What follows belongs to an exercise in optimizing a design on an open flow for small area, a short achievable clock period and few clock cycles; a production flow would make more cautious choices.
In this exercise RTL edits were held to simulation tests only and were not proved equivalent to the original.

`flow/config.mk`:
```
export PLATFORM = sky130hd
export DESIGN_NAME = ex_stage
export DESIGN_NICKNAME = ex_stage
export VERILOG_FILES = /design/flow/design.v
export SDC_FILE = /design/flow/constraint.sdc
export NUM_CORES = 4
export LEC_CHECK = 0
export ABC_AREA = 1
export CAP_MARGIN = 20
export CORE_MARGIN = 2
export CORE_UTILIZATION = 40
export SETUP_SLACK_MARGIN = 0.5
export SLEW_MARGIN = 20
```
`flow/constraint.sdc`:
```
create_clock -name core_clock -period 7.0 [get_ports {clock}]
set_input_delay 1.4000 -clock core_clock [delete_from_list [all_inputs] [get_ports {clock}]]
set_output_delay 1.4000 -clock core_clock [all_outputs]
set_load 0.01 [all_outputs]
```
`flow/design.v`:
```
package ex_pkg;
    localparam int CTRL_USE_IMM_BIT   = 7;
    localparam int CTRL_BR_BIT        = 8;
    localparam int CTRL_JAL_BIT       = 9;
    localparam int CTRL_JALR_BIT      = 10;
    localparam int CTRL_LUI_BIT       = 11;
    localparam int CTRL_AUIPC_BIT     = 12;
    localparam int CTRL_MEM_READ_BIT  = 13;
    localparam int CTRL_MEM_WRITE_BIT = 14;
    localparam int CTRL_REG_WRITE_BIT = 15;
    localparam int CTRL_MULDIV_BIT    = 16;
    localparam int CTRL_VALID_BIT     = 31;
    localparam logic [3:0] ALU_ADD  = 4'd0;
    localparam logic [3:0] ALU_SUB  = 4'd1;
    localparam logic [3:0] ALU_SLL  = 4'd2;
    localparam logic [3:0] ALU_SLT  = 4'd3;
    localparam logic [3:0] ALU_SLTU = 4'd4;
    localparam logic [3:0] ALU_XOR  = 4'd5;
    localparam logic [3:0] ALU_SRL  = 4'd6;
    localparam logic [3:0] ALU_SRA  = 4'd7;
    localparam logic [3:0] ALU_OR   = 4'd8;
    localparam logic [3:0] ALU_AND  = 4'd9;
endpackage
module muldiv_iter
(
    input  logic        clock,
    input  logic        reset,
    input  logic        start,       
    input  logic [2:0]  op,
    input  logic [31:0] a,
    input  logic [31:0] b,
    input  logic [31:0] lq,          
    output logic [4:0]  sh_amt,      
    input  logic [31:0] sh_res,
    output logic        last_c,      
    output logic [31:0] next_c       
);
    localparam int W = 42;
    logic        busy_q;             
    logic        negph_q;            
    logic [4:0]  cnt_q;
    logic [33:0] h_q;                
    logic [32:0] d_q;                
    logic        sub_q;              
    logic        rneg_q;             
    logic        qneg_q;             
    logic         div_c, div_q;        
    assign div_c = op[2];
    logic         a_sgn_m, b_sgn_m, bext, mul_ext;
    logic [2:0]   mi;
    logic [8:0]   bw, bw_nx, bw_q;     
    logic [32:0]  ax;
    logic [3:0]   one, two, neg;
    logic [33:0]  sel [4];
    logic [W-1:0] hsrc, hin, r0, r1, r2m, r3;
    logic         cin;
    logic [W-1:0] s1, c1, s2, c2, s3, c3, m1, m2, m3, tm;
    function automatic logic [W-1:0] maj(input logic [W-1:0] x, input logic [W-1:0] y,
                                         input logic [W-1:0] z);
        maj = (x & y) | (x & z) | (y & z);
    endfunction
    always_comb begin
        a_sgn_m = ~(op[1] & op[0]);           
        b_sgn_m = ~op[1];                     
        bext    = b_sgn_m & b[31];
        mul_ext = ~b_sgn_m & b[31];           
        mi      = cnt_q[2:0];
        bw      = bw_q;
        if (!busy_q)           bw_nx = {b[7:0], 1'b0};
        else if (mi == 3'd0)   bw_nx = b[15:7];
        else if (mi == 3'd1)   bw_nx = b[23:15];
        else if (mi == 3'd2)   bw_nx = b[31:23];
        else                   bw_nx = {{8{bext}}, b[31]};
        ax = d_q;
        for (int j = 0; j < 4; j++) begin
            one[j] = bw[2*j+1] ^ bw[2*j];
            two[j] = (bw[2*j+2] & ~bw[2*j+1] & ~bw[2*j]) | (~bw[2*j+2] & bw[2*j+1] & bw[2*j]);
            neg[j] = bw[2*j+2];
        end
        if (div_q) begin
            one = {3'b000, ~negph_q};
            two = 4'b0000;
            neg = {3'b000, sub_q & ~negph_q};
        end
        for (int j = 0; j < 4; j++) begin
            sel[j] = (one[j] ? {ax[32], ax} : 34'd0) | (two[j] ? {ax, 1'b0} : 34'd0);
            sel[j] = sel[j] ^ {34{neg[j]}};
        end
        hsrc = negph_q ? ~{{(W-32){1'b0}}, lq} : {{(W-34){h_q[33]}}, h_q};
        hin  = (div_q | (mi != 3'd0)) ? hsrc : '0;
        cin  = neg[0] | (div_q & negph_q);
        r0  = {{(W-34){sel[0][33]}}, sel[0]};
        r1  = {{(W-36){sel[1][33]}}, sel[1], {2{neg[1]}}};
        r2m = {{(W-38){sel[2][33]}}, sel[2], {4{neg[2]}}};
        r3  = {{(W-40){sel[3][33]}}, sel[3], {6{neg[3]}}};
        s1 = r1 ^ r2m ^ r3;   m1 = maj(r1, r2m, r3);  c1 = {m1[W-2:0], neg[1]};
        s2 = s1 ^ c1 ^ hin;   m2 = maj(s1, c1, hin);  c2 = {m2[W-2:0], neg[2]};
        s3 = s2 ^ c2 ^ r0;    m3 = maj(s2, c2, r0);   c3 = {m3[W-2:0], neg[3]};
    end
    sk_add #(.N(W)) u_mul_add (.a (s3), .b (c3), .cin (cin), .s (tm), .cout (), .p (), .g ());
    function automatic logic [5:0] clz32(input logic [31:0] x);
        logic [15:0] v1; logic [15:0] c1;
        logic [7:0]  v2; logic [1:0] c2 [8];
        logic [3:0]  v3; logic [2:0] c3 [4];
        logic [1:0]  v4; logic [3:0] c4 [2];
        logic [4:0]  c5;
        for (int i = 0; i < 16; i++) begin
            v1[i] = x[2*i+1] | x[2*i];
            c1[i] = ~x[2*i+1];
        end
        for (int i = 0; i < 8; i++) begin
            v2[i] = v1[2*i+1] | v1[2*i];
            c2[i] = v1[2*i+1] ? {1'b0, c1[2*i+1]} : {1'b1, c1[2*i]};
        end
        for (int i = 0; i < 4; i++) begin
            v3[i] = v2[2*i+1] | v2[2*i];
            c3[i] = v2[2*i+1] ? {1'b0, c2[2*i+1]} : {1'b1, c2[2*i]};
        end
        for (int i = 0; i < 2; i++) begin
            v4[i] = v3[2*i+1] | v3[2*i];
            c4[i] = v3[2*i+1] ? {1'b0, c3[2*i+1]} : {1'b1, c3[2*i]};
        end
        c5 = v4[1] ? {1'b0, c4[1]} : {1'b1, c4[0]};
        clz32 = (v4[1] | v4[0]) ? {1'b0, c5} : 6'd32;
    endfunction
    logic        a_neg, b_neg, bz;
    logic [5:0]  clz_a, clz_b;
    logic [6:0]  dest;
    logic [4:0]  sft;
    logic        ok1, t1z, quick;
    logic [34:0] t1, q1;
    logic [31:0] qn;
    always_comb begin
        a_neg = ~op[0] & a[31];
        b_neg = ~op[0] & b[31];
        bz    = (b == 32'd0);
        clz_a = clz32(a ^ {32{a_neg}});
        clz_b = clz32(b ^ {32{b_neg}});
        dest  = {1'b0, clz_b} - {1'b0, clz_a} + {6'd0, a_neg};
        if (bz || dest[6])        sft = 5'd0;
        else if (dest[5])         sft = 5'd31;
        else                      sft = dest[4:0];
        sh_amt = sft;
        quick  = dest[6] & ~bz;            
        t1  = tm[34:0];
        t1z = &(~((s3[34:0] ^ c3[34:0]) ^ {s3[33:0] | c3[33:0], cin}));
        ok1 = rneg_q ? (t1[34] | t1z) : ~t1[34];
        q1  = ok1 ? t1 : {h_q[33], h_q};
        qn  = {lq[30:0], ok1};
    end
    logic mul_last, div_end;
    always_comb begin
        mul_last = busy_q & ~div_c & (((mi == 3'd3) & ~mul_ext) | mi[2]);
        div_end  = busy_q & div_c & ~negph_q & (cnt_q == 5'd0);
        last_c   = mul_last | (div_end & ~qneg_q) | (busy_q & negph_q) | (~busy_q & div_c & quick);
        if (!div_c) begin
            if (op[1:0] == 2'd0)  next_c = {tm[7:0], lq[31:8]};
            else if (cnt_q[2])    next_c = tm[31:0];
            else                  next_c = tm[39:8];
        end else if (!busy_q)     next_c = quick ? (a & {32{op[1]}}) : {32{bz}};
        else if (negph_q)         next_c = t1[31:0];
        else if (op[1])           next_c = q1[31:0];
        else                      next_c = qn;
    end
    always_ff @(posedge clock) begin
        if (reset) begin
            busy_q  <= 1'b0;
            negph_q <= 1'b0;
        end else begin
            busy_q  <= start & ~last_c;
            negph_q <= start & div_end & qneg_q;
        end
    end
    always_ff @(posedge clock) begin
        bw_q  <= bw_nx;
        div_q <= div_c;
        if (!busy_q)    d_q <= div_c ? {b_neg, sh_res} : {a_sgn_m & a[31], a};
        else if (div_c) d_q <= {d_q[32], d_q[32:1]};
        if (!div_c) begin
            cnt_q <= busy_q ? {2'b0, mi + 3'd1} : 5'd0;
            h_q   <= tm[W-1:8];
        end else if (!busy_q) begin
            cnt_q  <= sft;
            h_q    <= {{2{a_neg}}, a};
            sub_q  <= ~(a_neg ^ b_neg);
            rneg_q <= a_neg;
            qneg_q <= ~bz & ~op[1] & (a_neg ^ b_neg);
        end else begin
            cnt_q <= cnt_q - 5'd1;
            h_q   <= q1[33:0];
        end
    end
endmodule
module ex_stage
(
    input  logic        clock,
    input  logic        reset,
    input  logic [31:0] d1_in,
    input  logic [31:0] d2_in,
    input  logic [4:0]  rd_in,
    input  logic [31:0] imm_in,
    input  logic [31:0] ctrl_in,
    input  logic [31:0] pc_in,
    output logic        branch,
    output logic [31:0] branch_target,
    output logic        stall,
    output logic [31:0] result_out,
    output logic [31:0] store_data_out,
    output logic [4:0]  rd_out,
    output logic        mem_read_out,
    output logic        mem_write_out,
    output logic        reg_write_out,
    output logic [2:0]  mem_size_out
);
    logic [3:0]  alu_op;
    logic [2:0]  funct3;
    logic        use_imm, br, jal, jalr, lui, auipc, mem_rd, mem_wr, reg_wr, muldiv, valid;
    assign alu_op  = ctrl_in[3:0];
    assign funct3  = ctrl_in[6:4];
    assign use_imm = ctrl_in[ex_pkg::CTRL_USE_IMM_BIT];
    assign br      = ctrl_in[ex_pkg::CTRL_BR_BIT];
    assign jal     = ctrl_in[ex_pkg::CTRL_JAL_BIT];
    assign jalr    = ctrl_in[ex_pkg::CTRL_JALR_BIT];
    assign lui     = ctrl_in[ex_pkg::CTRL_LUI_BIT];
    assign auipc   = ctrl_in[ex_pkg::CTRL_AUIPC_BIT];
    assign mem_rd  = ctrl_in[ex_pkg::CTRL_MEM_READ_BIT];
    assign mem_wr  = ctrl_in[ex_pkg::CTRL_MEM_WRITE_BIT];
    assign reg_wr  = ctrl_in[ex_pkg::CTRL_REG_WRITE_BIT];
    assign muldiv  = ctrl_in[ex_pkg::CTRL_MULDIV_BIT];
    assign valid   = ctrl_in[ex_pkg::CTRL_VALID_BIT];
    logic [31:0] op_b;
    assign op_b = use_imm ? imm_in : d2_in;
    logic        do_sub;
    logic [32:0] sum;
    logic        lt_s, lt_u;
    logic [31:0] xor_v;
    logic        eq;
    assign do_sub = br | (alu_op[0] & ~alu_op[2] & ~alu_op[3]) | (alu_op[2] & ~alu_op[0]);
    logic [31:0] add_p, add_g;
    sk_add #(.N(32)) u_alu_add (
        .a (d1_in), .b (op_b ^ {32{do_sub}}), .cin (do_sub), .s (sum[31:0]), .cout (sum[32]),
        .p (add_p), .g (add_g)
    );
    assign lt_u   = ~sum[32];
    assign lt_s   = (d1_in[31] ^ op_b[31]) ? d1_in[31] : sum[31];
    assign xor_v  = add_p;                   
    assign eq     = &add_p;                  
    logic [4:0]  md_sh;
    logic [31:0] sh_x, sh_xr, sh_y;
    logic [4:0]  sh_n;
    logic        sh_left, sh_arith;
    logic [32:0] sh_t;
    function automatic logic [31:0] rev32(input logic [31:0] x);
        logic [31:0] r;
        for (int i = 0; i < 32; i++) r[i] = x[31 - i];
        rev32 = r;
    endfunction
    assign sh_x     = muldiv ? d2_in : d1_in;
    assign sh_n     = muldiv ? md_sh : op_b[4:0];
    assign sh_left  = muldiv | (alu_op == ex_pkg::ALU_SLL);
    assign sh_arith = (alu_op == ex_pkg::ALU_SRA);
    assign sh_xr    = sh_left ? rev32(sh_x) : sh_x;
    assign sh_t     = $signed({sh_arith & sh_xr[31], sh_xr}) >>> sh_n;
    assign sh_y     = sh_left ? rev32(sh_t[31:0]) : sh_t[31:0];
    logic [31:0] alu_c;
    always_comb begin
        case (alu_op)
            ex_pkg::ALU_ADD, ex_pkg::ALU_SUB:                 alu_c = sum[31:0];
            ex_pkg::ALU_SLL, ex_pkg::ALU_SRL, ex_pkg::ALU_SRA: alu_c = sh_y;
            ex_pkg::ALU_SLT:  alu_c = {31'd0, lt_s};
            ex_pkg::ALU_SLTU: alu_c = {31'd0, lt_u};
            ex_pkg::ALU_XOR:  alu_c = xor_v;
            ex_pkg::ALU_OR:   alu_c = add_p | add_g;
            default:          alu_c = add_g;
        endcase
    end
    logic cond_c;
    assign cond_c = funct3[2] ? ((funct3[1] ? lt_u : lt_s) ^ funct3[0])
                             : (~funct3[1] & (eq ^ funct3[0]));
    logic [31:0] pc_imm;
    sk_add #(.N(32)) u_pc_add (
        .a (pc_in), .b (imm_in), .cin (1'b0), .s (pc_imm), .cout (), .p (), .g ()
    );
    assign branch        = valid & (jal | jalr | (br & cond_c));
    assign branch_target = jalr ? {sum[31:1], 1'b0} : pc_imm;
    logic md_last, md_start;
    logic [31:0] md_result;
    assign md_start = valid & muldiv;
    muldiv_iter u_muldiv (
        .clock    (clock),
        .reset    (reset),
        .start    (md_start),
        .op       (funct3),
        .a        (d1_in),
        .b        (d2_in),
        .lq       (result_q),
        .sh_amt   (md_sh),
        .sh_res   (sh_y),
        .last_c   (md_last),
        .next_c   (md_result)
    );
    logic stall_c;
    assign stall_c = md_start & ~md_last;
    assign stall   = stall_c;
    logic [31:0] result_c;
    logic [31:0] result_q, store_data_q;
    always_comb begin
        if (muldiv)      result_c = md_result;
        else if (jal | jalr) result_c = pc_in + 32'd4;
        else if (lui)    result_c = imm_in;
        else if (auipc)  result_c = pc_imm;
        else             result_c = alu_c;
    end
    logic [4:0]  rd_q;
    logic [2:0]  mem_size_q;
    logic        mem_read_q, mem_write_q, reg_write_q;
    always_ff @(posedge clock) begin
        if (reset) begin
            mem_read_q  <= 1'b0;
            mem_write_q <= 1'b0;
            reg_write_q <= 1'b0;
        end else begin
            mem_read_q  <= valid & mem_rd & ~stall_c;
            mem_write_q <= valid & mem_wr & ~stall_c;
            reg_write_q <= valid & reg_wr & ~stall_c;
        end
    end
    always_ff @(posedge clock) begin
        result_q     <= result_c;
        store_data_q <= d2_in;
        rd_q         <= rd_in;
        mem_size_q   <= funct3;
    end
    assign result_out     = result_q;
    assign store_data_out = store_data_q;
    assign rd_out         = rd_q;
    assign mem_read_out   = mem_read_q;
    assign mem_write_out  = mem_write_q;
    assign reg_write_out  = reg_write_q;
    assign mem_size_out   = mem_size_q;
endmodule
module sk_add #(
    parameter int N = 32
) (
    input  logic [N-1:0] a,
    input  logic [N-1:0] b,
    input  logic         cin,
    output logic [N-1:0] s,
    output logic         cout,
    output logic [N-1:0] p,      
    output logic [N-1:0] g       
);
    logic [N-1:0] g0, p0, gg, pp;
    always_comb begin
        g0 = a & b;
        p0 = a ^ b;
        gg = g0;
        pp = p0;
        gg[0] = g0[0] | (p0[0] & cin);
        for (int d = 1; d < N; d = d * 2) begin
            for (int i = 0; i < N; i++) begin
                if (((i / d) % 2) == 1) begin
                    gg[i] = gg[i] | (pp[i] & gg[(i / d) * d - 1]);
                    pp[i] = pp[i] & pp[(i / d) * d - 1];
                end
            end
        end
        s    = p0 ^ {gg[N-2:0], cin};
        cout = gg[N-1];
        p    = p0;
        g    = g0;
    end
endmodule
```
`flow/flow/run.sh`:
```
#!/bin/bash
# The standard ORFS layout (standard.sh), with two changes to how it is made:
# port buffers use buf_4 instead of the default delay buffer, and the
# resizer may change a cell's footprint when it repairs timing.
set -euo pipefail
export BUFFER_PORTS_ARGS="-buffer_cell sky130_fd_sc_hd__buf_4"
bash standard.sh MATCH_CELL_FOOTPRINT=0 finish > standard.log 2>&1
```
`flow/standard.sh`:
```
#!/bin/bash
# synth_recipe.tcl (not shown) runs the flow's synth.tcl, then flattens the netlist and writes it again
# the make line also repeats each setting of config.mk as NAME=value (left out here)
make -C /OpenROAD-flow-scripts/flow DESIGN_CONFIG=/design/flow/config.mk WORK_HOME=/design/flow/orfs CLKGATE_MAP_FILE= SYNTH_SCRIPT=/design/flow/synth_recipe.tcl "${@:-finish}"
```
==> flow_metrics.env, run 1 <==
export IMPL_wl_per_cell_um=25.8
export IMPL_hold_viol=0
export IMPL_syn_num_nets=5050
export IMPL_rsz0062_at_grt="true"
export IMPL_area_growth_pct=26.4
export IMPL_hold_depth=1
export IMPL_fp_dieH_um=273
export IMPL_ctsRootBufferMaster="clkbuf_16"
export IMPL_drive_gt1_frac=0.211
export IMPL_clock_latency_ns=0.50
export IMPL_rrSetupSlack_ns=0.70
export IMPL_synth_area_leaders="nand2_1 12%, fa_1 9.6%, inv_1 8.6%"
export IMPL_clk_path_buf_depth=2
export IMPL_whs_ns=0.515
export IMPL_io_buffer_count=261
export IMPL_synth_cells=4557
export IMPL_ys_seq_elements=161
export IMPL_grt_first_pass_wirelength_um=215000
export IMPL_path_delay_family="buffers and inverters"
export IMPL_grt_max_degree=89
export IMPL_drtAntennaViolNets=0
export IMPL_antenna_found_initial=10
export IMPL_cts_buffers=17
export IMPL_synth_main_ff_cell="dfxtp_1"
export IMPL_outcome="finished clean"
export IMPL_core_rowCount=98
export IMPL_path_clk_slew_ns=0.07
export IMPL_gr_usage_all_layers=0.396
export IMPL_clock_skew_ns=0.0247
export IMPL_slew_viol_final=0
export IMPL_drtIter0Drc=5153
export IMPL_route_detailed_drc=0
export IMPL_h_tree_depth=4
export IMPL_critPathLaunchType="input port"
export IMPL_die_w_um=273
export IMPL_hold_buffers=0
export IMPL_cts_tree="yes"
export IMPL_reg2reg_depth=31
export IMPL_num_vias=35462
export IMPL_cp_data_required_time_ns=5.60
export IMPL_worstSetupPathDepth=27
export IMPL_ios=276
export IMPL_ys_seq_area_frac=0.125
export IMPL_maxCapViolations=0
export IMPL_core_area_um2=71500
export IMPL_utilization=0.511
export IMPL_report_final_setup_viol=0
export IMPL_start_util=0.404
export IMPL_gp_congestion=1.08
export IMPL_crit_path_top_delay_cell="fa_2"
export IMPL_min_path_type="reg -> reg"
export IMPL_multi_input_area_um2=22800
export IMPL_setup_worst_path_end_class="primary output"
export IMPL_avgSynthCellArea_um2=6.34
export IMPL_synth_edf_count=38
export IMPL_viasPerCell=5.94
export IMPL_regArea_um2=3610
export IMPL_slew_headroom=0.191
export IMPL_clock_sinks=161
export IMPL_worst_pin_slew_ns=1.20
export IMPL_period_share=0.920
export IMPL_drt_pass1_iter_count=6
export IMPL_fill_cells=7375
export IMPL_worstSetupPathType="in -> out"
export IMPL_cp_buffers_inverters=9
export IMPL_post_place_ws_ns=-0.381
export IMPL_worst_slack_ns=0.562
export IMPL_yosysTopAreaCell="nand2_1"
export IMPL_period_needed_ns=6.44
export IMPL_gr_total_overflow=0
export IMPL_yosys_warnings=11
export IMPL_critPathMaxStageDelay_ns=0.42
export IMPL_arrival_ns=5.04
export IMPL_synth_distinct_cells=67
export IMPL_critPathMaxFanout=4
export IMPL_grt_pass1_vias=32044
export IMPL_finalNetCount=5495
export IMPL_dp_hpwl_um=121000
export IMPL_syn_area_um2=28900
export IMPL_dieArea_um2=74400
export IMPL_synth_top_area_frac=0.122
export IMPL_max_freq_mhz=155
export IMPL_async_flop_share=0
export IMPL_drt_wl_total_um=154000
-- synthesized netlist by cell type, types with 24 or more instances --
library cell	number
nand2_1	937
inv_1	661
nand3_1	441
o21ai_0	338
a21oi_1	283
xor2_1	242
nor2_1	217
ha_1	187
o22ai_1	187
clkbuf_1	164
fa_1	139
dfxtp_1	123
o211ai_1	77
buf_2	46
o21ai_1	44
xnor2_1	40
edfxtp_1	38
o221ai_1	37
clkinv_1	36
nor3_1	30
o21bai_1	24
-- kinds of logic (layout without fill, tap and decap cells) --
| logic type | count (synthesis) | count (layout) | synth area share |
|---|---|---|---|
| compound gates | 1092 | 1092 | 0.222 |
| xor+xnor | 282 | 282 | 0.0855 |
| fa+ha+maj | 326 | 326 | 0.177 |
| buf+inv | 957 | 1415 | 0.130 |
| flops | 161 | 161 | 0.125 |
| mux | 3 | 3 | 0.00104 |
| other cells | 0 | 4 | 0 |
| simple gates | 1736 | 1736 | 0.259 |
-- layout by cell type, fill, tap and decap left out, types with 48 or more instances in the layout --
cell	synthesis	final
nand2_1	937	899
inv_1	661	644
buf_4	9	619
nand3_1	441	342
o21ai_0	338	330
a21oi_1	283	266
xor2_1	242	235
nor2_1	217	197
o22ai_1	187	186
ha_1	187	180
fa_1	139	135
dfxtp_1	123	121
nand3_2	5	96
o211ai_1	77	77
nand2_2	20	48
-- layer usage --
layer  track usage  wire, µm
met1         0.515     58600
met2         0.572     62600
met3         0.111     20500
met4         0.259     12000
met5             0        56
-- final timing paths --
check / start / end
hold reg to reg: u_muldiv.cnt_q[0] / u_muldiv.cnt_q[0]
setup / recovery: d1_in[31] / stall
hold / removal: u_muldiv.cnt_q[0] / u_muldiv.cnt_q[0]
setup reg to reg: u_muldiv.bw_q[6] / result_q[25]
-- through the flow --
stage                     area [µm²]  TNS, ns  std cells
after detailed placement       33900    -8.14       5876
after global routing           36500        0       5965
after CTS                      34700        0       5921
after floorplan                28900        0       4557
final                          36500        0       5969
after global placement         33900    -9.11       5876
-- final cells by class --
class | instances | share of cell area
Sequential cell | 161 | 0.0989
Timing Repair Buffer | 676 | 0.153
Clock buffer | 17 | 0.0116
Antenna cell | 4 | 0.000274
Clock inverter | 15 | 0.00552
Inverter | 707 | 0.0731
Tap cell | 950 | 0.0325
Multi-Input combinational cell | 3439 | 0.625
-- registers in the layout, summed over array words and instances, names as in the netlist, 2 cells and up --
name / flops
result_q: 32
rd_q: 5
u_muldiv.cnt_q: 5
u_muldiv.bw_q: 9
u_muldiv.h_q: 34
u_muldiv.d_q: 33
store_data_q: 32
mem_size_q: 2
-- what timing repair did --
| item | 4_1_cts | 5_1_grt |
|---|---|---|
| cloned | 1 | 9 |
| pin swaps | 6 | 69 |
| gates resized for setup | 31 | 293 |
| setup buffers | 12 | 35 |
| setup endpoints to repair | 44 | 92 |
Testbench counts, summed over its fixed seeds: cycles 28,102.
==> run 2, diff against run 1 <==
--- a/flow/config.mk
+++ b/flow/config.mk
@@ -11,3 +11,4 @@
 export CORE_UTILIZATION = 40
 export SETUP_SLACK_MARGIN = 0.5
 export SLEW_MARGIN = 20
+export TNS_END_PERCENT = 0
==> run 2 against run 1 <==
Net effect: still clean on timing, DRC and antenna; area after synthesis unchanged; sequential share of layout area increased by 0.45 points; clock-buffer cell count unchanged; critical endpoint is now branch.
==> flow_metrics.env, run 2 <==
export IMPL_synth_top_family_by_area="simple AND/OR/NAND/NOR gates"
export IMPL_slew_headroom=0.229
export IMPL_wl_per_cell_um=25.5
export IMPL_top_regs="u_muldiv.h_q: 34 flops, u_muldiv.d_q: 33 flops"
export IMPL_layout_common_cells="930 x nand2_1, 651 x inv_1, 610 x buf_4, 424 x nand3_1, 336 x o21ai_0"
export IMPL_synth_xor_area_frac=0.0855
export IMPL_post_place_ws_ns=-0.381
export IMPL_place_inst=5876
export IMPL_ys_seq_elements=161
export IMPL_synth_most_common_cell="nand2_1"
export IMPL_synth_mux_area_fraction=0.00104
export IMPL_max_freq_mhz=151
export IMPL_maxCapViolations=0
export IMPL_clock_skew_ns=0.0236
export IMPL_antenna_found_initial=8
export IMPL_cp_data_required_time_ns=5.60
export IMPL_gr_total_overflow=0
export IMPL_ios=276
export IMPL_slew_viol_final=0
export IMPL_yosysTopAreaCell="nand2_1"
export IMPL_ctsRootBufferMaster="clkbuf_16"
export IMPL_path_clk_slew_ns=0.07
export IMPL_multi_input_area_um2=21800
export IMPL_grt_pass1_vias=32040
export IMPL_clk_path_buf_depth=2
export IMPL_dieArea_um2=74400
export IMPL_path_delay_family="compound AO/OA/AOI/OAI gates"
export IMPL_synth_edf_count=38
export IMPL_cp_buffers_inverters=8
export IMPL_yosys_warnings=11
export IMPL_hold_buffers=0
export IMPL_route_detailed_drc=0
export IMPL_layout_commonest_cell="nand2_1"
export IMPL_clock_latency_ns=0.50
export IMPL_report_final_setup_viol=0
export IMPL_min_path_type="reg -> reg"
export IMPL_regArea_um2=3610
export IMPL_io_buffer_count=261
export IMPL_fp_dieH_um=273
export IMPL_syn_area_um2=28900
export IMPL_synth_top_area_frac=0.122
export IMPL_drtIter0Drc=5084
export IMPL_period_needed_ns=6.62
export IMPL_rsz0062_at_grt="true"
export IMPL_grt_first_pass_wirelength_um=216000
export IMPL_start_util=0.404
export IMPL_clock_sinks=161
export IMPL_synth_fa_ha_area_frac=0.177
export IMPL_core_area_um2=71500
export IMPL_critPathMaxStageDelay_ns=0.45
export IMPL_fill_cells=7531
export IMPL_drt_pass1_iter_count=7
export IMPL_worst_slack_ns=0.383
export IMPL_arrival_ns=5.22
export IMPL_synth_cells=4557
export IMPL_synth_main_ff_cell="dfxtp_1"
export IMPL_gr_usage_all_layers=0.396
export IMPL_synth_compound_area_share=0.222
export IMPL_cts_tree="yes"
export IMPL_die_w_um=273
export IMPL_drt_wl_total_um=151000
export IMPL_crit_path_top_delay_cell="fa_1"
export IMPL_synth_common_cells="937 x nand2_1, 661 x inv_1, 441 x nand3_1"
export IMPL_period_share=0.945
export IMPL_synth_distinct_cells=67
export IMPL_grt_max_degree=89
export IMPL_setup_worst_path_end_class="primary output"
export IMPL_synth_area_leaders="nand2_1 12%, fa_1 9.6%, inv_1 8.6%"
export IMPL_critPathLaunchType="input port"
export IMPL_ys_seq_area_frac=0.125
export IMPL_outcome="finished clean"
export IMPL_crit_top_cell="nand2_1"
export IMPL_async_flop_share=0
export IMPL_worst_pin_slew_ns=1.14
export IMPL_gp_congestion=1.08
export IMPL_drtAntennaViolNets=0
export IMPL_dp_hpwl_um=121000
export IMPL_h_tree_depth=4
export IMPL_drive_gt1_frac=0.168
export IMPL_finalNetCount=5455
export IMPL_whs_ns=0.516
export IMPL_critPathMaxFanout=5
export IMPL_worstSetupPathType="in -> out"
export IMPL_finalNonFillerCells=5926
export IMPL_yosys_area_share_simple=0.259
export IMPL_viasPerCell=5.87
export IMPL_core_rowCount=98
export IMPL_cts_buffers=17
export IMPL_area_growth_pct=21.0
export IMPL_top_register="u_muldiv.h_q"
export IMPL_hold_viol=0
export IMPL_num_vias=34762
export IMPL_syn_num_nets=5050
export IMPL_avgSynthCellArea_um2=6.34
export IMPL_largest_register_ffs=34
## run 2: cell types whose count changed in the layout (fill, tap and decap cells not counted), moves of 8 or more
| cell | before | now |
|---|---|---|
| nand2_1 | 899 | 930 |
| buf_6 | 28 | 6 |
| a21oi_2 | 18 | 10 |
| buf_4 | 619 | 610 |
| a21oi_1 | 266 | 277 |
| nand3_2 | 96 | 22 |
| nor2_1 | 197 | 207 |
| nand2_4 | 11 | 3 |
| nand2_2 | 48 | 26 |
| nand3_1 | 342 | 424 |
| nand3_4 | 9 | 1 |
## run 2: final timing paths
path / startpoint / depth (start not counted) / slack, ns / to
worst min register to register: u_muldiv.cnt_q[0] / 1 / 0.52 / u_muldiv.cnt_q[0]
worst max-delay path: imm_in[0] / 26 / 0.38 / branch
worst max register to register: u_muldiv.div_q / 33 / 0.43 / result_q[28]
worst min-delay path: u_muldiv.cnt_q[0] / 1 / 0.52 / u_muldiv.cnt_q[0]
## run 2: cells by family after synthesis
kind of cell	after synthesis
adders and majority gates	326
and+or+nand+nor	1736
xor gates and xnor gates	282
DFF	161
buffers and inverters	957
AOI/OAI and AO/OA	1092
muxes	3
## run 2: timing repair
action,4_1_cts,5_1_grt
hold endpoints to repair,0,0
resized for setup,30,41
cloned,1,1
pin swaps,6,5
buffers inserted,12,3
setup endpoints to repair,44,96
## run 2: metrics by stage
stage / setup TNS (ns) / area, µm² / utilization
6_report: 0 / 34900 / 0.489
5_1_grt: 0 / 34900 / 0.489
4_1_cts: 0 / 34700 / 0.486
3_5_place_dp: -8.14 / 33900 / 0.474
3_3_place_gp: -9.11 / 33900 / 0.474
2_1_floorplan: 0 / 28900 / -
## run 2: worst reg2reg max path: cells and delay by family (launching register included)
kind	cells	cell delay, ns
and+or+nand+nor	14	1.66
xor gates and xnor gates	1	0.21
DFF	1	0.41
AOI/OAI and AO/OA	8	1.28
adders and majority gates	4	1.91
buffers and inverters	6	0.98
## run 2: routing by layer
layer  GRT usage  share of wire  vias up
met5           0              0        -
met3       0.107           0.13      440
met1       0.517           0.39    16181
li1            -              -    15858
met2       0.573           0.40     2283
met4       0.258          0.078        0
## run 2: layout make-up
class | instances | area share
Multi-Input combinational cell | 3439 | 0.624
Timing Repair Buffer | 636 | 0.145
Sequential cell | 161 | 0.103
Inverter | 707 | 0.0760
Tap cell | 950 | 0.0340
Clock buffer | 17 | 0.0122
Clock inverter | 15 | 0.00576
Antenna cell | 1 | 0.0000716
==> run 3, diff against run 2 <==
--- a/flow/config.mk
+++ b/flow/config.mk
@@ -9,6 +9,6 @@
 export CAP_MARGIN = 20
 export CORE_MARGIN = 2
 export CORE_UTILIZATION = 40
-export SETUP_SLACK_MARGIN = 0.5
+export SETUP_SLACK_MARGIN = 0.8
 export SLEW_MARGIN = 20
 export TNS_END_PERCENT = 0
==> run 3 against run 2 <==
Net effect: sequential share of layout area shrank 0.32 points; synthesized cell count is the same; die area is the same; clock-buffer cell count is the same; routed wire length grew 3.5%; critical path type is now in -> reg.
==> flow_metrics.env, run 3 <==
export IMPL_rr_startpoint="u_muldiv.div_q"
export IMPL_clk_path_buf_depth=2
export IMPL_reg2reg_depth=29
export IMPL_max_freq_mhz=156
export IMPL_ios=276
export IMPL_final_cell_area_um2=36000
export IMPL_arrival_ns=6.85
export IMPL_clock_latency_ns=0.50
export IMPL_min_path_type="reg -> reg"
export IMPL_outcome="finished clean"
export IMPL_syn_num_nets=5050
export IMPL_hold_viol=0
export IMPL_multi_input_area_um2=22500
export IMPL_min_from="u_muldiv.cnt_q[0]"
export IMPL_gp_congestion=1.06
export IMPL_viasPerCell=5.89
export IMPL_startpoint="d1_in[31]"
export IMPL_core_rowCount=98
export IMPL_worst_pin_slew_ns=1.13
export IMPL_crit_path_top_delay_cell="fa_2"
export IMPL_critPathMaxFanout=14
export IMPL_layout_common_cells="911 x nand2_1, 651 x inv_1, 640 x buf_4, 394 x nand3_1, 327 x o21ai_0"
export IMPL_cts_tree="yes"
export IMPL_period_needed_ns=6.43
export IMPL_synth_most_common_cell="nand2_1"
export IMPL_largest_register_ffs=34
export IMPL_ys_seq_area_frac=0.125
export IMPL_gr_usage_all_layers=0.409
export IMPL_critPathMaxStageDelay_ns=0.37
export IMPL_top_regs="u_muldiv.h_q: 34 flops, u_muldiv.d_q: 33 flops"
export IMPL_r2r_end="result_q[20]"
export IMPL_slew_headroom=0.241
export IMPL_wl_per_cell_um=26.1
export IMPL_regArea_um2=3610
export IMPL_dieArea_um2=74400
export IMPL_antenna_found_initial=12
export IMPL_rrSetupSlack_ns=0.67
export IMPL_drt_pass1_iter_count=9
export IMPL_drive_gt1_frac=0.197
export IMPL_cp_data_required_time_ns=7.43
export IMPL_core_area_um2=71500
export IMPL_finalNetCount=5503
export IMPL_yosysTopAreaCell="nand2_1"
export IMPL_synth_edf_count=38
export IMPL_area_growth_pct=24.8
export IMPL_async_flop_share=0
export IMPL_io_buffer_count=261
export IMPL_syn_area_um2=28900
export IMPL_synth_top_area_frac=0.122
export IMPL_yosys_warnings=11
export IMPL_worstSetupPathType="in -> reg"
export IMPL_crit_top_cell="nand3_1"
export IMPL_path_clk_slew_ns=0.08
export IMPL_rsz0062_at_grt="true"
export IMPL_num_vias=35217
export IMPL_placed_area_um2=34100
export IMPL_synth_cells=4557
export IMPL_clock_skew_ns=0.0219
export IMPL_layout_commonest_cell="nand2_1"
export IMPL_drt_wl_total_um=156000
export IMPL_synth_common_cells="937 x nand2_1, 661 x inv_1, 441 x nand3_1"
export IMPL_synth_distinct_cells=67
export IMPL_critPathLaunchType="input port"
export IMPL_avgSynthCellArea_um2=6.34
export IMPL_gr_total_overflow=0
export IMPL_h_tree_depth=4
export IMPL_report_final_setup_viol=0
export IMPL_cts_buffers=17
export IMPL_ctsRootBufferMaster="clkbuf_16"
export IMPL_ys_seq_elements=161
export IMPL_setup_worst_path_end_class="register"
export IMPL_grt_first_pass_wirelength_um=221000
export IMPL_clock_sinks=161
export IMPL_crit_end="result_q[16]"
export IMPL_maxCapViolations=0
export IMPL_fp_dieH_um=273
export IMPL_grt_max_degree=83
export IMPL_drtIter0Drc=4755
export IMPL_die_w_um=273
export IMPL_fill_cells=7414
export IMPL_synth_main_ff_cell="dfxtp_1"
export IMPL_start_util=0.404
export IMPL_whs_ns=0.539
export IMPL_dp_hpwl_um=123000
export IMPL_drtAntennaViolNets=0
export IMPL_route_detailed_drc=0
export IMPL_grt_pass1_vias=32352
export IMPL_top_register="u_muldiv.h_q"
export IMPL_synth_area_leaders="nand2_1 12%, fa_1 9.6%, inv_1 8.6%"
export IMPL_slew_viol_final=0
export IMPL_hold_buffers=0
export IMPL_period_share=0.918
## run 3: cell counts after synthesis
No cell type changed its count.
## run 3: timing repair
item                                    CTS  global route
cloned                                    5             2
resized for setup                       160            75
pin swaps                                42            18
buffers inserted                         18             5
endpoints found under the setup margin  112           116
## run 3: worst min-delay path by stage
stage | endpoint | slack, ns | cells after the start
finish | u_muldiv.cnt_q[0] | 0.54 | 1
CTS | u_muldiv.cnt_q[0] | 0.52 | 1
detailed placement | u_muldiv.cnt_q[0] | 0.49 | 1
global route | u_muldiv.cnt_q[0] | 0.57 | 1
floorplan | u_muldiv.cnt_q[0] | 0.46 | 1
global placement | u_muldiv.cnt_q[0] | 0.49 | 1
## run 3: layer usage
metal | up-vias | track usage | part of all wire
met1 | 16392 | 0.530 | 0.39
met4 | 4 | 0.268 | 0.079
met3 | 489 | 0.119 | 0.13
li1 | 15963 | - | -
met2 | 2369 | 0.587 | 0.40
met5 | - | 0 | 0.00018
## run 3: critical path: cells and delay by family
family / cells / cell delay, ns
buffers and inverters: 9 / 1.10
xor gates and xnor gates: 1 / 0.08
and+or+nand+nor: 23 / 2.78
adders and majority gates: 3 / 0.83
AOI/OAI and AO/OA: 5 / 0.62
## run 3: final cells by class
cell class,count,area share
clock inverter,15,0.00562
tap,950,0.0330
inverter,707,0.0738
antenna,7,0.000486
clock buffer,17,0.0118
timing repair buffer,681,0.151
sequential,161,0.100
multi-input combinational,3442,0.624
## run 3: per-stage QoR
step	utilization	setup TNS (ns)	instances	setup WS, ns
final	0.504	0	5980	0.575
after global routing	0.504	0	5973	0.356
after CTS	0.498	0	5966	0.733
after detailed placement	0.477	-6.10	5911	-0.302
after global placement	0.477	-5.18	5911	-0.279
after floorplan	-	0	4557	0.794
## run 3: logic make-up (layout without fill, tap and decap cells)
| group | after synthesis | after routing | share of synthesized area |
|---|---|---|---|
| AOI/OAI and AO/OA | 1092 | 1092 | 0.222 |
| xor gates and xnor gates | 282 | 282 | 0.0855 |
| adders and majority gates | 326 | 326 | 0.177 |
| buffers and inverters | 957 | 1420 | 0.130 |
| DFF | 161 | 161 | 0.125 |
| muxes | 3 | 3 | 0.00104 |
| other | 0 | 7 | 0 |
| and+or+nand+nor | 1736 | 1739 | 0.259 |
==> run 4, diff against run 3 <==
--- a/flow/config.mk
+++ b/flow/config.mk
@@ -9,6 +9,6 @@
 export CAP_MARGIN = 20
 export CORE_MARGIN = 2
 export CORE_UTILIZATION = 40
-export SETUP_SLACK_MARGIN = 0.8
+export SETUP_SLACK_MARGIN = 0.6
 export SLEW_MARGIN = 20
-export TNS_END_PERCENT = 0
+export TNS_END_PERCENT = 10
==> run 4 against run 3 <==
Net effect: sequential cell count unchanged; synthesized cell count unchanged; cell area increased by 1.9%; core utilization increased by 0.96 points; worst hold slack got worse by 0.017 ns; critical path depth decreased by 15; critical path type is now in -> out; critical endpoint is now stall; largest cell class unchanged.
==> flow_metrics.env, run 4 <==
export IMPL_slew_viol_final=0
export IMPL_io_buffer_count=261
export IMPL_startpoint="ctrl_in[4]"
export IMPL_rsz0062_at_grt="true"
export IMPL_fp_dieH_um=273
export IMPL_whs_ns=0.522
export IMPL_drt_wl_total_um=154000
export IMPL_report_final_setup_viol=0
export IMPL_finalNonFillerCells=5971
export IMPL_gr_usage_all_layers=0.397
export IMPL_syn_num_nets=5050
export IMPL_top_register="u_muldiv.h_q"
export IMPL_yosysTopAreaCell="nand2_1"
export IMPL_start_util=0.404
export IMPL_antenna_found_initial=12
export IMPL_rr_startpoint="u_muldiv.div_q"
export IMPL_num_vias=35432
export IMPL_synth_top_area_frac=0.122
export IMPL_wl_per_cell_um=25.8
export IMPL_dieArea_um2=74400
export IMPL_synth_most_common_cell="nand2_1"
export IMPL_cts_buffers=17
export IMPL_drive_gt1_frac=0.215
export IMPL_place_inst=5876
export IMPL_syn_area_um2=28900
export IMPL_synth_common_cells="937 x nand2_1, 661 x inv_1, 441 x nand3_1"
export IMPL_worstSetupPathType="in -> out"
export IMPL_ios=276
export IMPL_maxCapViolations=0
export IMPL_top_regs="u_muldiv.h_q: 34 flops, u_muldiv.d_q: 33 flops"
export IMPL_drt_pass1_iter_count=8
export IMPL_hold_depth=1
export IMPL_grt_first_pass_wirelength_um=216000
export IMPL_synth_distinct_cells=67
export IMPL_clock_sinks=161
export IMPL_clk_path_buf_depth=2
export IMPL_dp_hpwl_um=121000
export IMPL_period_share=0.921
export IMPL_layout_common_cells="895 x nand2_1, 645 x inv_1, 621 x buf_4, 347 x nand3_1, 327 x o21ai_0"
export IMPL_ys_seq_elements=161
export IMPL_min_path_type="reg -> reg"
export IMPL_ys_seq_area_frac=0.125
export IMPL_avgSynthCellArea_um2=6.34
export IMPL_ctsRootBufferMaster="clkbuf_16"
export IMPL_area_growth_pct=27.1
export IMPL_core_rowCount=98
export IMPL_route_detailed_drc=0
export IMPL_reg2reg_depth=29
export IMPL_arrival_ns=5.05
export IMPL_outcome="finished clean"
export IMPL_core_area_um2=71500
export IMPL_largest_register_ffs=34
export IMPL_critPathMaxFanout=4
export IMPL_h_tree_depth=4
export IMPL_worst_pin_slew_ns=1.17
export IMPL_gp_congestion=1.08
export IMPL_max_freq_mhz=155
export IMPL_clock_latency_ns=0.50
export IMPL_cp_data_required_time_ns=5.60
export IMPL_synth_area_leaders="nand2_1 12%, fa_1 9.6%, inv_1 8.6%"
export IMPL_synth_edf_count=38
export IMPL_layout_commonest_cell="nand2_1"
export IMPL_viasPerCell=5.93
export IMPL_yosys_warnings=11
export IMPL_die_w_um=273
export IMPL_synth_main_ff_cell="dfxtp_1"
export IMPL_cts_tree="yes"
export IMPL_grt_pass1_vias=32110
export IMPL_setup_worst_path_end_class="primary output"
export IMPL_critPathMaxStageDelay_ns=0.42
export IMPL_clock_skew_ns=0.0281
export IMPL_crit_path_top_delay_cell="fa_2"
export IMPL_min_from="u_muldiv.cnt_q[0]"
export IMPL_path_clk_slew_ns=0.07
export IMPL_period_needed_ns=6.45
export IMPL_hold_viol=0
export IMPL_slew_headroom=0.209
export IMPL_gr_total_overflow=0
export IMPL_finalNetCount=5499
export IMPL_grt_max_degree=89
export IMPL_async_flop_share=0
export IMPL_critPathLaunchType="input port"
export IMPL_drtAntennaViolNets=0
export IMPL_synth_cells=4557
export IMPL_drtIter0Drc=5035
==> run 4: final cells by class <==
class	instances	area [µm²]
Inverter	707	2680
Antenna cell	2	5.00
Fill cell	7360	34800
Clock inverter	15	201
Timing Repair Buffer	680	5640
Sequential cell	161	3610
Multi-Input combinational cell	3439	23000
Clock buffer	17	425
Tap cell	950	1190
==> run 4: logic make-up after synthesis <==
kind of cell | synth area share
flip-flops | 0.125
multiplexers | 0.00104
AO/OA/AOI/OAI | 0.222
AND/OR/NAND/NOR | 0.259
XOR/XNOR | 0.0855
buffers and inverters | 0.130
adder cells (fa/ha/maj) | 0.177
==> run 4: through the flow <==
| stage | TNS (ns) | worst slack (ns) | instance area, µm² | util |
|---|---|---|---|---|
| after CTS | 0 | 0.593 | 34900 | 0.488 |
| after global placement | -9.11 | -0.419 | 33900 | 0.474 |
| final | 0 | 0.552 | 36700 | 0.514 |
| after detailed placement | -8.14 | -0.381 | 33900 | 0.474 |
| after floorplan | 0 | 0.620 | 28900 | - |
| after global routing | 0 | 0.369 | 36700 | 0.514 |
==> run 4: worst paths after layout <==
path | to | slack (ns)
worst min register to register | u_muldiv.cnt_q[0] | 0.52
worst min-delay path | u_muldiv.cnt_q[0] | 0.52
worst max register to register | result_q[28] | 0.65
worst max-delay path | stall | 0.55
==> run 4: repair_timing <==
item / 4_1_cts / 5_1_grt
endpoints found under the setup margin: 63 / 105
hold buffers: 0 / 0
resized for setup: 54 / 309
hold endpoints to repair: 0 / 0
setup buffers: 16 / 35
pin swaps: 7 / 83
gates cloned: 1 / 9
==> run 4: critical path, delay by kind of cell <==
| family | cells | cell delay [ns] |
|---|---|---|
| buf+inv | 8 | 1.03 |
| simple gates | 11 | 0.93 |
| xor+xnor | 1 | 0.16 |
| fa+ha+maj | 2 | 0.78 |
| compound gates | 4 | 0.75 |
==> run 4: metal layers <==
layer,global-route usage,share of wire,up-vias
met5,0,0.000084,-
met4,0.263,0.081,2
met3,0.106,0.14,485
met2,0.573,0.40,2486
met1,0.518,0.38,16509
li1,-,-,15950
==> run 5, diff against run 4 <==
==> flow/flow/run.sh (replaced) <==
#!/bin/bash
# The standard ORFS layout (standard.sh), with two changes to how it is made:
# port buffers use buf_2 instead of the default delay buffer, and the
# resizer may change a cell's footprint when it repairs timing.
set -euo pipefail
export BUFFER_PORTS_ARGS="-buffer_cell sky130_fd_sc_hd__buf_2"
bash standard.sh MATCH_CELL_FOOTPRINT=0 finish > standard.log 2>&1
--- a/flow/config.mk
+++ b/flow/config.mk
@@ -8,7 +8,6 @@
 export ABC_AREA = 1
 export CAP_MARGIN = 20
 export CORE_MARGIN = 2
-export CORE_UTILIZATION = 40
-export SETUP_SLACK_MARGIN = 0.6
+export CORE_UTILIZATION = 48
+export SETUP_SLACK_MARGIN = 0.5
 export SLEW_MARGIN = 20
-export TNS_END_PERCENT = 10
==> run 5 against run 4 <==
Net effect: still clean on timing, DRC and antenna; register-to-register slack better by 0.06 ns; sequential share of layout area hardly changed; core utilization increased by 10 points; setup slack better by 0.0051 ns; largest cell class unchanged; highest routed layer unchanged.
==> flow_metrics.env, run 5 <==
export IMPL_layout_commonest_cell="nand2_1"
export IMPL_gp_congestion=1.10
export IMPL_min_path_type="reg -> reg"
export IMPL_drtIter0Drc=4959
export IMPL_worst_pin_slew_ns=1.23
export IMPL_slew_viol_final=0
export IMPL_synth_edf_count=38
export IMPL_gr_usage_all_layers=0.480
export IMPL_top_regs="u_muldiv.h_q: 34 flops, u_muldiv.d_q: 33 flops"
export IMPL_num_vias=35973
export IMPL_clock_latency_ns=0.50
export IMPL_wl_per_cell_um=26.6
export IMPL_synth_area_leaders="nand2_1 12%, fa_1 9.6%, inv_1 8.6%"
export IMPL_yosysTopAreaCell="nand2_1"
export IMPL_synth_common_cells="937 x nand2_1, 661 x inv_1, 441 x nand3_1"
export IMPL_hold_buffers=0
export IMPL_syn_area_um2=28900
export IMPL_die_w_um=249
export IMPL_max_freq_mhz=155
export IMPL_critPathLaunchType="input port"
export IMPL_ctsRootBufferMaster="clkbuf_16"
export IMPL_synth_top_area_frac=0.122
export IMPL_gr_total_overflow=0
export IMPL_period_share=0.920
export IMPL_antenna_found_initial=12
export IMPL_crit_path_top_delay_cell="fa_2"
export IMPL_critPathMaxStageDelay_ns=0.40
export IMPL_layout_common_cells="865 x nand2_1, 644 x inv_1, 402 x buf_4, 326 x o21ai_0, 298 x nand3_1"
export IMPL_async_flop_share=0
export IMPL_period_needed_ns=6.44
export IMPL_dieArea_um2=62200
export IMPL_dp_hpwl_um=121000
export IMPL_min_from="u_muldiv.cnt_q[0]"
export IMPL_drtAntennaViolNets=0
export IMPL_tns_ns=0
export IMPL_worstSetupPathType="in -> out"
export IMPL_ys_seq_elements=161
export IMPL_grt_max_degree=71
export IMPL_route_detailed_drc=0
export IMPL_synth_most_common_cell="nand2_1"
export IMPL_ys_seq_area_frac=0.125
export IMPL_maxCapViolations=0
export IMPL_drt_wl_total_um=156000
export IMPL_clock_skew_ns=0.0249
export IMPL_rsz0062_at_grt="true"
export IMPL_utilization=0.618
export IMPL_report_final_setup_viol=0
export IMPL_synth_cells=4557
export IMPL_clock_sinks=161
export IMPL_viasPerCell=6.15
export IMPL_finalNetCount=5551
export IMPL_h_tree_depth=4
export IMPL_arrival_ns=5.04
export IMPL_syn_num_nets=5050
export IMPL_ios=276
export IMPL_path_clk_slew_ns=0.07
export IMPL_outcome="finished clean"
export IMPL_synth_distinct_cells=67
export IMPL_yosys_warnings=11
export IMPL_slew_headroom=0.170
export IMPL_io_buffer_count=261
export IMPL_top_register="u_muldiv.h_q"
export IMPL_core_area_um2=59200
export IMPL_fp_dieH_um=249
export IMPL_cts_tree="yes"
export IMPL_core_rowCount=89
export IMPL_cts_buffers=17
export IMPL_rrSetupSlack_ns=0.71
export IMPL_avgSynthCellArea_um2=6.34
export IMPL_synth_main_ff_cell="dfxtp_1"
export IMPL_startpoint="d1_in[31]"
export IMPL_setup_worst_path_end_class="primary output"
export IMPL_grt_pass1_vias=32505
export IMPL_cp_data_required_time_ns=5.60
export IMPL_hold_viol=0
export IMPL_clk_path_buf_depth=2
export IMPL_fill_cells=5827
export IMPL_grt_first_pass_wirelength_um=219000
export IMPL_start_util=0.488
export IMPL_drive_gt1_frac=0.237
export IMPL_rr_startpoint="u_muldiv.div_q"
export IMPL_largest_register_ffs=34
export IMPL_area_growth_pct=26.7
export IMPL_drt_pass1_iter_count=7
export IMPL_critPathMaxFanout=6
## run 5: kinds of logic after synthesis
logic type / Yosys count / share of synthesized area
and+or+nand+nor: 1736 / 0.259
AOI/OAI and AO/OA: 1092 / 0.222
buffers and inverters: 957 / 0.130
adders and majority gates: 326 / 0.177
xor gates and xnor gates: 282 / 0.0855
DFF: 161 / 0.125
muxes: 3 / 0.00104
## run 5: through the flow
stage               std cells  worst slack, ns  cell area (µm²)  hold WS [ns]
floorplan                4557            0.620            28900         0.460
global placement         5748           -0.263            33400         0.499
detailed placement       5748           -0.249            33400         0.488
CTS                      5794            0.486            34400         0.520
global route             5845            0.457            36600         0.550
finish                   5850            0.557            36600         0.528
## run 5: repair_timing
| item | 4_1_cts | 5_1_grt |
|---|---|---|
| gates cloned | 1 | 5 |
| gates resized for setup | 52 | 384 |
| pin swaps | 11 | 101 |
| endpoints found under the setup margin | 38 | 104 |
| buffers inserted | 13 | 42 |
## run 5: per-layer routing
layer / up-vias / track usage / part of all wire
met5: - / 0 / 0.00046
met4: 4 / 0.317 / 0.082
met3: 544 / 0.182 / 0.15
met2: 2543 / 0.681 / 0.40
met1: 16815 / 0.605 / 0.37
li1: 16067 / - / -
## run 5: critical path: cells and delay by family
kind                       cells  cell delay, ns
and+or+nand+nor               10            0.80
xor gates and xnor gates       1            0.22
adders and majority gates      3            0.72
buffers and inverters         10            1.07
AOI/OAI and AO/OA              6            0.82
## run 5: layout make-up
cell class                      instances  area (µm²)  share of cell area
Sequential cell                       161        3610              0.0987
Clock buffer                           17         425              0.0116
Antenna cell                            6        15.0            0.000410
Clock inverter                         15         204             0.00557
Tap cell                              773         967              0.0264
Multi-Input combinational cell       3439       23300               0.635
Timing Repair Buffer                  732        5450               0.149
Inverter                              707        2670              0.0729
## run 5: final timing paths
kind                                           to  cells after the start
worst max-delay path                        stall                     30
worst min-delay path            u_muldiv.cnt_q[0]                      1
worst max register to register       result_q[25]                     31
worst min register to register  u_muldiv.cnt_q[0]                      1
==> run 6, diff against run 5 <==
--- a/flow/design.v
+++ b/flow/design.v
@@ -48,7 +48,8 @@
     assign div_c = op[2];
     logic         a_sgn_m, b_sgn_m, bext, mul_ext;
     logic [2:0]   mi;
-    logic [8:0]   bw, bw_nx, bw_q;     
+    logic [8:0]   bw_nx;               
+    logic [3:0]   one_nx, two_nx, neg_nx, one_q, two_q, neg_q;
     logic [32:0]  ax;
     logic [3:0]   one, two, neg;
     logic [33:0]  sel [4];
@@ -65,7 +66,6 @@
         bext    = b_sgn_m & b[31];
         mul_ext = ~b_sgn_m & b[31];           
         mi      = cnt_q[2:0];
-        bw      = bw_q;
         if (!busy_q)           bw_nx = {b[7:0], 1'b0};
         else if (mi == 3'd0)   bw_nx = b[15:7];
         else if (mi == 3'd1)   bw_nx = b[23:15];
@@ -73,10 +73,14 @@
         else                   bw_nx = {{8{bext}}, b[31]};
         ax = d_q;
         for (int j = 0; j < 4; j++) begin
-            one[j] = bw[2*j+1] ^ bw[2*j];
-            two[j] = (bw[2*j+2] & ~bw[2*j+1] & ~bw[2*j]) | (~bw[2*j+2] & bw[2*j+1] & bw[2*j]);
-            neg[j] = bw[2*j+2];
-        end
+            one_nx[j] = bw_nx[2*j+1] ^ bw_nx[2*j];
+            two_nx[j] = (bw_nx[2*j+2] & ~bw_nx[2*j+1] & ~bw_nx[2*j])
+                      | (~bw_nx[2*j+2] & bw_nx[2*j+1] & bw_nx[2*j]);
+            neg_nx[j] = bw_nx[2*j+2];
+        end
+        one = one_q;
+        two = two_q;
+        neg = neg_q;
         if (div_q) begin
             one = {3'b000, ~negph_q};
             two = 4'b0000;
@@ -128,20 +132,30 @@
     logic [6:0]  dest;
     logic [4:0]  sft;
     logic        ok1, t1z, quick;
+    logic [31:0] a_m, b_m, a2;
+    logic [7:0]  na, nb, sna;
     logic [34:0] t1, q1;
     logic [31:0] qn;
     always_comb begin
         a_neg = ~op[0] & a[31];
         b_neg = ~op[0] & b[31];
         bz    = (b == 32'd0);
-        clz_a = clz32(a ^ {32{a_neg}});
-        clz_b = clz32(b ^ {32{b_neg}});
+        a_m   = a ^ {32{a_neg}};
+        b_m   = b ^ {32{b_neg}};
+        clz_a = clz32(a_m);
+        clz_b = clz32(b_m);
         dest  = {1'b0, clz_b} - {1'b0, clz_a} + {6'd0, a_neg};
         if (bz || dest[6])        sft = 5'd0;
         else if (dest[5])         sft = 5'd31;
         else                      sft = dest[4:0];
         sh_amt = sft;
-        quick  = dest[6] & ~bz;            
+        a2 = a_neg ? {a_m[30:0], 1'b1} : a_m;
+        for (int i = 0; i < 8; i++) begin
+            na[i] = |a2[4*i +: 4];
+            nb[i] = |b_m[4*i +: 4];
+        end
+        for (int i = 0; i < 8; i++) sna[i] = |(na >> i);
+        quick = |(nb & ~sna);
         t1  = tm[34:0];
         t1z = &(~((s3[34:0] ^ c3[34:0]) ^ {s3[33:0] | c3[33:0], cin}));
         ok1 = rneg_q ? (t1[34] | t1z) : ~t1[34];
@@ -172,7 +186,9 @@
         end
     end
     always_ff @(posedge clock) begin
-        bw_q  <= bw_nx;
+        one_q <= one_nx;
+        two_q <= two_nx;
+        neg_q <= neg_nx;
         div_q <= div_c;
         if (!busy_q)    d_q <= div_c ? {b_neg, sh_res} : {a_sgn_m & a[31], a};
         else if (div_c) d_q <= {d_q[32], d_q[32:1]};
@@ -235,7 +251,7 @@
     logic        lt_s, lt_u;
     logic [31:0] xor_v;
     logic        eq;
-    assign do_sub = br | (alu_op[0] & ~alu_op[2] & ~alu_op[3]) | (alu_op[2] & ~alu_op[0]);
+    assign do_sub = br | (~alu_op[3] & (alu_op[0] ^ alu_op[2]));
     logic [31:0] add_p, add_g;
     sk_add #(.N(32)) u_alu_add (
         .a (d1_in), .b (op_b ^ {32{do_sub}}), .cin (do_sub), .s (sum[31:0]), .cout (sum[32]),
==> flow/flow/run.sh (replaced) <==
#!/bin/bash
# The standard ORFS layout (standard.sh), with two changes to how it is made:
# port buffers use buf_4 instead of the default delay buffer, and the
# resizer may change a cell's footprint when it repairs timing.
set -euo pipefail
export BUFFER_PORTS_ARGS="-buffer_cell sky130_fd_sc_hd__buf_4"
bash standard.sh MATCH_CELL_FOOTPRINT=0 finish > standard.log 2>&1
--- a/flow/config.mk
+++ b/flow/config.mk
@@ -8,6 +8,6 @@
 export ABC_AREA = 1
 export CAP_MARGIN = 20
 export CORE_MARGIN = 2
-export CORE_UTILIZATION = 48
+export CORE_UTILIZATION = 40
 export SETUP_SLACK_MARGIN = 0.5
 export SLEW_MARGIN = 20
==> run 6 against run 5 <==
Net effect: critical path type is now in -> reg; first-iteration DRC count decreased by 8.7%; sequential share of layout area rose by 0.16 points; area after synthesis is 0.90% higher; synthesized cell count up 0.70%; still clean on timing, DRC and antenna; via count shrank 2.2%.
==> flow_metrics.env, run 6 <==
export IMPL_syn_area_um2=29100
export IMPL_synth_cells=4589
export IMPL_synth_area_leaders="nand2_1 12%, fa_1 9.5%, nand3_1 9.2%"
export IMPL_h_tree_depth=4
export IMPL_outcome="finished clean"
export IMPL_top_register="u_muldiv.h_q"
export IMPL_antenna_found_initial=13
export IMPL_grt_use_met1=0.501
export IMPL_cts_buffers=17
export IMPL_finalNetCount=5477
export IMPL_ys_seq_area_frac=0.126
export IMPL_route_detailed_drc=0
export IMPL_min_path_type="reg -> reg"
export IMPL_arrival_ns=6.79
export IMPL_dieArea_um2=75000
export IMPL_yosys_warnings=11
export IMPL_crit_top_cell="nand2_1"
export IMPL_drt_pass1_iter_count=9
export IMPL_ctsRootBufferMaster="clkbuf_16"
export IMPL_core_area_um2=71900
export IMPL_synth_common_cells="906 x nand2_1, 683 x inv_1, 533 x nand3_1"
export IMPL_rr_startpoint="u_muldiv.div_q"
export IMPL_slew_viol_final=0
export IMPL_met3_usage=0.101
export IMPL_gr_usage_all_layers=0.391
export IMPL_synth_main_ff_cell="dfxtp_1"
export IMPL_slew_headroom=0.305
export IMPL_dp_hpwl_um=118000
export IMPL_clock_sinks=164
export IMPL_reg2reg_depth=32
export IMPL_hold_viol=0
export IMPL_ios=276
export IMPL_hold_buffers=0
export IMPL_clock_latency_ns=0.51
export IMPL_ys_seq_elements=164
export IMPL_synth_edf_count=38
export IMPL_gr_total_overflow=0
export IMPL_cp_data_required_time_ns=7.45
export IMPL_report_final_setup_viol=0
export IMPL_io_buffer_count=261
export IMPL_max_freq_mhz=158
export IMPL_regArea_um2=3670
export IMPL_synth_most_common_cell="nand2_1"
export IMPL_start_util=0.406
export IMPL_clock_skew_ns=0.0297
export IMPL_startpoint="d1_in[31]"
export IMPL_grt_first_pass_wirelength_um=214000
export IMPL_tns_ns=0
export IMPL_avgSynthCellArea_um2=6.35
export IMPL_critPathMaxFanout=8
export IMPL_place_inst=5873
export IMPL_layout_common_cells="865 x nand2_1, 672 x inv_1, 575 x buf_4, 378 x nand3_1, 304 x o21ai_0"
export IMPL_maxCapViolations=0
export IMPL_grt_pass1_vias=31872
export IMPL_yosysTopAreaCell="nand2_1"
export IMPL_worstSetupPathType="in -> reg"
export IMPL_hold_depth=1
export IMPL_min_from="u_muldiv.cnt_q[0]"
export IMPL_gr_max_usage_layer="met2"
export IMPL_critPathLaunchType="input port"
export IMPL_post_place_ws_ns=-0.0355
export IMPL_fill_cells=7541
export IMPL_fp_dieH_um=274
export IMPL_wl_per_cell_um=25.5
export IMPL_top_regs="u_muldiv.h_q: 34 flops, u_muldiv.d_q: 33 flops"
export IMPL_drt_wl_total_um=152000
export IMPL_viasPerCell=5.91
export IMPL_area_growth_pct=25.4
export IMPL_num_vias=35194
export IMPL_synth_top_area_frac=0.117
export IMPL_setup_worst_path_end_class="register"
export IMPL_clk_path_buf_depth=2
export IMPL_finalNonFillerCells=5954
export IMPL_cts_tree="yes"
export IMPL_critPathMaxStageDelay_ns=0.34
export IMPL_largest_register_ffs=34
export IMPL_core_rowCount=98
export IMPL_period_share=0.907
export IMPL_gp_congestion=1.03
export IMPL_multi_input_area_um2=23300
export IMPL_synth_distinct_cells=73
export IMPL_worst_pin_slew_ns=1.03
export IMPL_period_needed_ns=6.35
export IMPL_async_flop_share=0
export IMPL_crit_path_top_delay_cell="fa_2"
export IMPL_grt_max_degree=72
export IMPL_syn_num_nets=5083
export IMPL_whs_ns=0.517
export IMPL_rsz0062_at_grt="true"
export IMPL_drtAntennaViolNets=0
export IMPL_layout_commonest_cell="nand2_1"
export IMPL_path_clk_slew_ns=0.09
export IMPL_worst_slack_ns=0.654
export IMPL_drive_gt1_frac=0.209
export IMPL_use_met2=0.583
export IMPL_die_w_um=274
export IMPL_drtIter0Drc=4529
==> run 6: cell types whose count changed after synthesis, sizes merged, moves of 8 or more <==
| cell | previous run | this run |
|---|---|---|
| nand3 | 447 | 538 |
| o21ai | 398 | 354 |
| nand2 | 959 | 927 |
| inv | 671 | 699 |
| clkbuf | 166 | 145 |
| o211ai | 78 | 62 |
| o21bai | 26 | 13 |
| o22ai | 187 | 175 |
| a21oi | 288 | 299 |
| buf | 84 | 95 |
| and2 | 12 | 4 |
==> run 6: layout make-up <==
type / count / share of cell area
Antenna cell: 8 / 0.000548
Timing Repair Buffer: 614 / 0.137
Clock inverter: 12 / 0.00291
Sequential cell: 164 / 0.100
Inverter: 740 / 0.0766
Multi-Input combinational cell: 3446 / 0.637
Tap cell: 950 / 0.0325
Clock buffer: 20 / 0.0131
==> run 6: routing by layer <==
| metal | routed length [µm] | part of all wire |
|---|---|---|
| met5 | 25 | 0.00016 |
| met4 | 11800 | 0.077 |
| met3 | 18700 | 0.12 |
| met2 | 63000 | 0.41 |
| met1 | 58400 | 0.38 |
==> run 6: worst paths after layout <==
check                                         end  slack [ns]
worst max-delay path                 result_q[28]        0.65
worst min-delay path            u_muldiv.cnt_q[0]        0.52
worst max register to register       result_q[27]        0.85
worst min register to register  u_muldiv.cnt_q[0]        0.52
==> run 6: critical path, delay by kind of cell <==
kind	cells	cell delay [ns]
AO/OA/AOI/OAI	3	0.41
adder cells (fa/ha/maj)	3	0.78
buffers and inverters	8	0.83
AND/OR/NAND/NOR	28	3.34
==> run 6: timing repair <==
item / 4_1_cts / 5_1_grt
resized for setup: 16 / 353
gates cloned: 0 / 9
endpoints found under the setup margin: 7 / 68
setup buffers: 2 / 30
pin swaps: 2 / 91
==> run 6: cells by family after synthesis <==
| logic type | share of synthesized area |
|---|---|
| flops | 0.126 |
| mux | 0.00288 |
| xor+xnor | 0.0865 |
| compound gates | 0.204 |
| buf+inv | 0.133 |
| fa+ha+maj | 0.176 |
| simple gates | 0.272 |
==> run 6: per-stage QoR <==
stage                     cell area [µm²]   util
after floorplan                     29100      -
after global placement              33800  0.470
after detailed placement            33800  0.470
after CTS                           34500  0.480
after global routing                36500  0.508
final                               36500  0.509
Testbench counts of run 6, summed over its fixed seeds: cycles 28,210.

## static timing again, ports no longer ideal
The flow's constraints put no driver on any port. The routed layouts listed below were extracted and timed again, unchanged, in two steps. Step 1 (the two cells are an assumption about what drives the block):
set clk [get_ports {clock}]
set_driving_cell -lib_cell sky130_fd_sc_hd__clkbuf_16 $clk
set_driving_cell -lib_cell sky130_fd_sc_hd__buf_2 [delete_from_list [all_inputs] $clk]
Step 2, shift: input delay + t, output delay - t, t = (earliest + latest rising clock arrival at the registers) / 2. This alone moves slack from input paths to output paths. a / b / c = no drivers / after step 1 / after step 2; a / b = the first two.
| run | t, ns | slack for setup (ns) | worst setup path at the end | cell pins on the clock port's net |
|---|---|---|---|---|
| run 1 | 0.557 | 0.562 / 0.519 / 0.084 | input to register | 1 |
| run 2 | 0.549 | 0.383 / 0.337 / -0.027 | input to register | 1 |
| run 3 | 0.553 | 0.575 / 0.605 / 0.052 | input to register | 1 |
| run 4 | 0.558 | 0.552 / 0.501 / 0.025 | input to register | 1 |
| run 5 | 0.558 | 0.557 / 0.512 / 0.049 | input to register | 1 |
| run 6 | 0.558 | 0.654 / 0.632 / 0.100 | input to register | 1 |
Met with ideal ports but missed after step 2: setup timing in run 2. The setup slack of run 6, which loses most, moves by -0.022 ns with the drivers and by -0.554 ns with both steps.
